Context: an optimization exercise on an open-source flow, tuned for small area, a short achievable clock period and few clock cycles. The choices shown serve that exercise and are no tape-out recipe. No activity file was given, so power comes from the tool's default toggle rates.

run 4:
// rbt_send_top
module rbt_send_top (
    input  logic                       clk,
    input  logic                       rst,
    input  logic [64-1:0]     s_tdata,
    input  logic [8-1:0]     s_tkeep,
    input  logic                       s_tvalid,
    output logic                       s_tready,
    input  logic                       s_tlast,
    input  logic [16-1:0]     s_tuser,
    output logic [64-1:0]     m_tdata,
    output logic [8-1:0]     m_tkeep,
    output logic                       m_tvalid,
    input  logic                       m_tready,
    output logic                       m_tlast,
    output logic [16-1:0]     m_tuser,
    input  logic [16-1:0] csr_wr_addr,
    input  logic [32-1:0] csr_wr_data,
    input  logic                       csr_wr_en,
    output logic                       csr_wr_ack,
    input  logic [16-1:0] csr_rd_addr,
    input  logic                       csr_rd_en,
    output logic [32-1:0] csr_rd_data,
    output logic                       csr_rd_ack
);
clock: 5.5 ns
lec_check: 0
abc_clock_period_in_ps: 2500
cap_margin: 20
core_margin: 2
core_utilization: 55
cts_cluster_diameter: 100
cts_cluster_size: 25
setup_slack_margin: 3.0
slew_margin: 20
run.sh (not shown) runs the stock make flow with config.mk's settings and CLKGATE_MAP_FILE= SYNTH_SCRIPT=/design/flow/synth_recipe.tcl, a recipe that flattens the netlist after the stock synthesis.
Run 4 ran to completion and came out clean on the timing, DRC and antenna checks.
Here is what was changed in the inputs of run 5 compared with run 4.
diff --git a/flow/design.v b/flow/design.v
--- a/flow/design.v
+++ b/flow/design.v
@@ -120,15 +120,15 @@
     input  logic                       csr_wr_en,
     output logic                       csr_wr_ack,
     input  logic [16-1:0] csr_rd_addr,
     input  logic                       csr_rd_en,
     output logic [32-1:0] csr_rd_data,
     output logic                       csr_rd_ack
 );
-    localparam int ROWS = 32 - 1;
+    localparam int ROWS = 32 - 2;
     localparam int W = 64 + 8 + 1 + 16;
     localparam int SEQ_LO = 8 + 1 + 16 + 16;
     localparam int TLAST_B = 16;
     localparam int NFLOW = 16;
     localparam int HMAX = 3;
     logic [ROWS-1:0][W-1:0] mem;
     logic [ROWS-1:0] wr_oh;
@@ -139,14 +139,17 @@
     logic            in_first;
     logic            hd_first;
     logic [W-1:0]    din;
     logic [W-1:0]    head;
     logic [W-1:0]    head_st;
     logic [W-1:0]    or_q;
     logic            or_valid;
+    logic [W-1:0]    ox_q;
+    logic            ox_valid;
+    logic            ld_x;
     logic            push;
     logic            pop;
     logic            ld;
     logic            avail;
     logic            h1_valid;
     logic            h1_inc;
     logic [NFLOW-1:0] h1_oh;
@@ -189,15 +192,16 @@
         end
         head_st = head;
         if (hd_first && sq_head[16]) begin
             head_st[SEQ_LO +: 16] = sq_head[15:0];
         end
     end
     assign avail = ne_q && (!hd_first || (sq_cnt != 2'd0));
-    assign ld = !or_valid || m_tready;
+    assign ld_x = !ox_valid || m_tready;
+    assign ld = !or_valid || ld_x;
     assign pop = ld && avail;
     assign sq_push = h1_valid;
     assign sq_pop = pop && hd_first;
     always_comb begin
         seq_rd = '0;
         for (int i = 0; i < NFLOW; i++) begin
             seq_rd = seq_rd | (seq_ctr[i] & {16{h1_oh[i]}});
@@ -232,14 +236,15 @@
             rd_oh <= {{(ROWS-1){1'b0}}, 1'b1};
             full_q <= 1'b0;
             ne_q <= 1'b0;
             rdy_q <= 1'b1;
             in_first <= 1'b1;
             hd_first <= 1'b1;
             or_valid <= 1'b0;
+            ox_valid <= 1'b0;
             h1_valid <= 1'b0;
             sq_cnt <= '0;
             sq_wp <= {{(HMAX-1){1'b0}}, 1'b1};
             sq_rp <= {{(HMAX-1){1'b0}}, 1'b1};
         end else begin
             if (full_n) begin
                 wr_oh <= '0;
@@ -255,14 +260,17 @@
             full_q <= full_n;
             ne_q <= push || (ne_q && !(pop && one));
             in_first <= in_first_n;
             rdy_q <= !full_n && !(in_first_n && p3_n);
             if (ld) begin
                 or_valid <= avail;
             end
+            if (ld_x) begin
+                ox_valid <= or_valid;
+            end
             h1_valid <= h1_valid_n;
             sq_cnt <= sq_cnt + {1'b0, sq_push} - {1'b0, sq_pop};
             if (sq_push) begin
                 sq_wp <= {sq_wp[HMAX-2:0], sq_wp[HMAX-1]};
             end
             if (sq_pop) begin
                 sq_rp <= {sq_rp[HMAX-2:0], sq_rp[HMAX-1]};
@@ -295,33 +303,38 @@
         for (int k = 0; k < HMAX; k++) begin
             if (sq_push && sq_wp[k]) begin
                 sq[k] <= sq_new;
             end
         end
     end
     always_ff @(posedge clk) begin
-        if (rst) begin
-            or_q <= '0;
-        end else if (ld) begin
+        if (ld) begin
             or_q <= head_st;
         end
     end
-    assign m_tvalid = or_valid;
-    assign {m_tdata, m_tkeep, m_tlast, m_tuser} = or_q;
+    always_ff @(posedge clk) begin
+        if (rst) begin
+            ox_q <= '0;
+        end else if (ld_x) begin
+            ox_q <= or_q;
+        end
+    end
+    assign m_tvalid = ox_valid;
+    assign {m_tdata, m_tkeep, m_tlast, m_tuser} = ox_q;
     rbt_csr_regs csr_regs_inst (
         .clk        (clk),
         .rst        (rst),
         .in_tvalid  (s_tvalid),
         .in_tready  (rdy_q),
         .in_tlast   (s_tlast),
         .in_tuser   (s_tuser),
-        .out_tvalid (or_valid),
+        .out_tvalid (ox_valid),
         .out_tready (m_tready),
-        .out_tlast  (or_q[TLAST_B]),
-        .out_tuser  (or_q[16-1:0]),
+        .out_tlast  (ox_q[TLAST_B]),
+        .out_tuser  (ox_q[16-1:0]),
         .wr_addr    (csr_wr_addr),
         .wr_data    (csr_wr_data),
         .wr_en      (csr_wr_en),
         .wr_ack     (csr_wr_ack),
         .rd_addr    (csr_rd_addr),
         .rd_en      (csr_rd_en),
         .rd_data    (csr_rd_data),
--- outcome ---
Run 5 has completed all stages; timing, DRC and antenna checks passed.
The maximum frequency number comes out higher for run 5 vs run 4.
Compared run 4 against run 5; total clock sinks within noise.
[compare] base=run 4 new=run 5: share of the core filled with cells went down by 0.29 points; global-route usage now sits lower.
Run 5 vs run 4 — final area dropped slightly
Reported combinational group power went up by more than 10% going from run 4 to run 5.
Going from run 4 to run 5, total routed wirelength went down by about 3%, global-route wire length before repair went down by 2.8%, setup slack went up by 0.032 ns, routing usage on met1 went down by 0.91 points.
Function was not checked in any run of this note: the RTL went through the layout flow alone.

-- re-timing with driven ports --
The flow's constraints put no driver on any port. The routed layouts listed below were extracted and timed again, unchanged, in two steps.
Step 1: set_driving_cell puts a clkbuf_16 on clk and a buf_2 on each other input, an assumption about the parent block.
Step 2 moves the port delays by t, midway between the first and last clock arrival at a register: inputs arrive t later, outputs are due t later. That takes back most of the time a late clock gives input paths.
a / b / c = ideal / step 1 / step 2; a / b = the first two.
run	t, ns	slack for setup (ns)	worst setup path after step 2	worst register clock-pin slew, ns	worst data-port slew with drivers (ns)
run 4	0.985	2.914 / 2.809 / 2.126	input to register	0.11 / 0.11	0.21
run 5	0.960	2.946 / 2.853 / 2.101	input to register	0.12 / 0.12	0.26
After both steps every run listed still meets setup and hold. The setup slack of run 5, which loses most, moves by -0.093 ns with the drivers and by -0.845 ns with both steps.
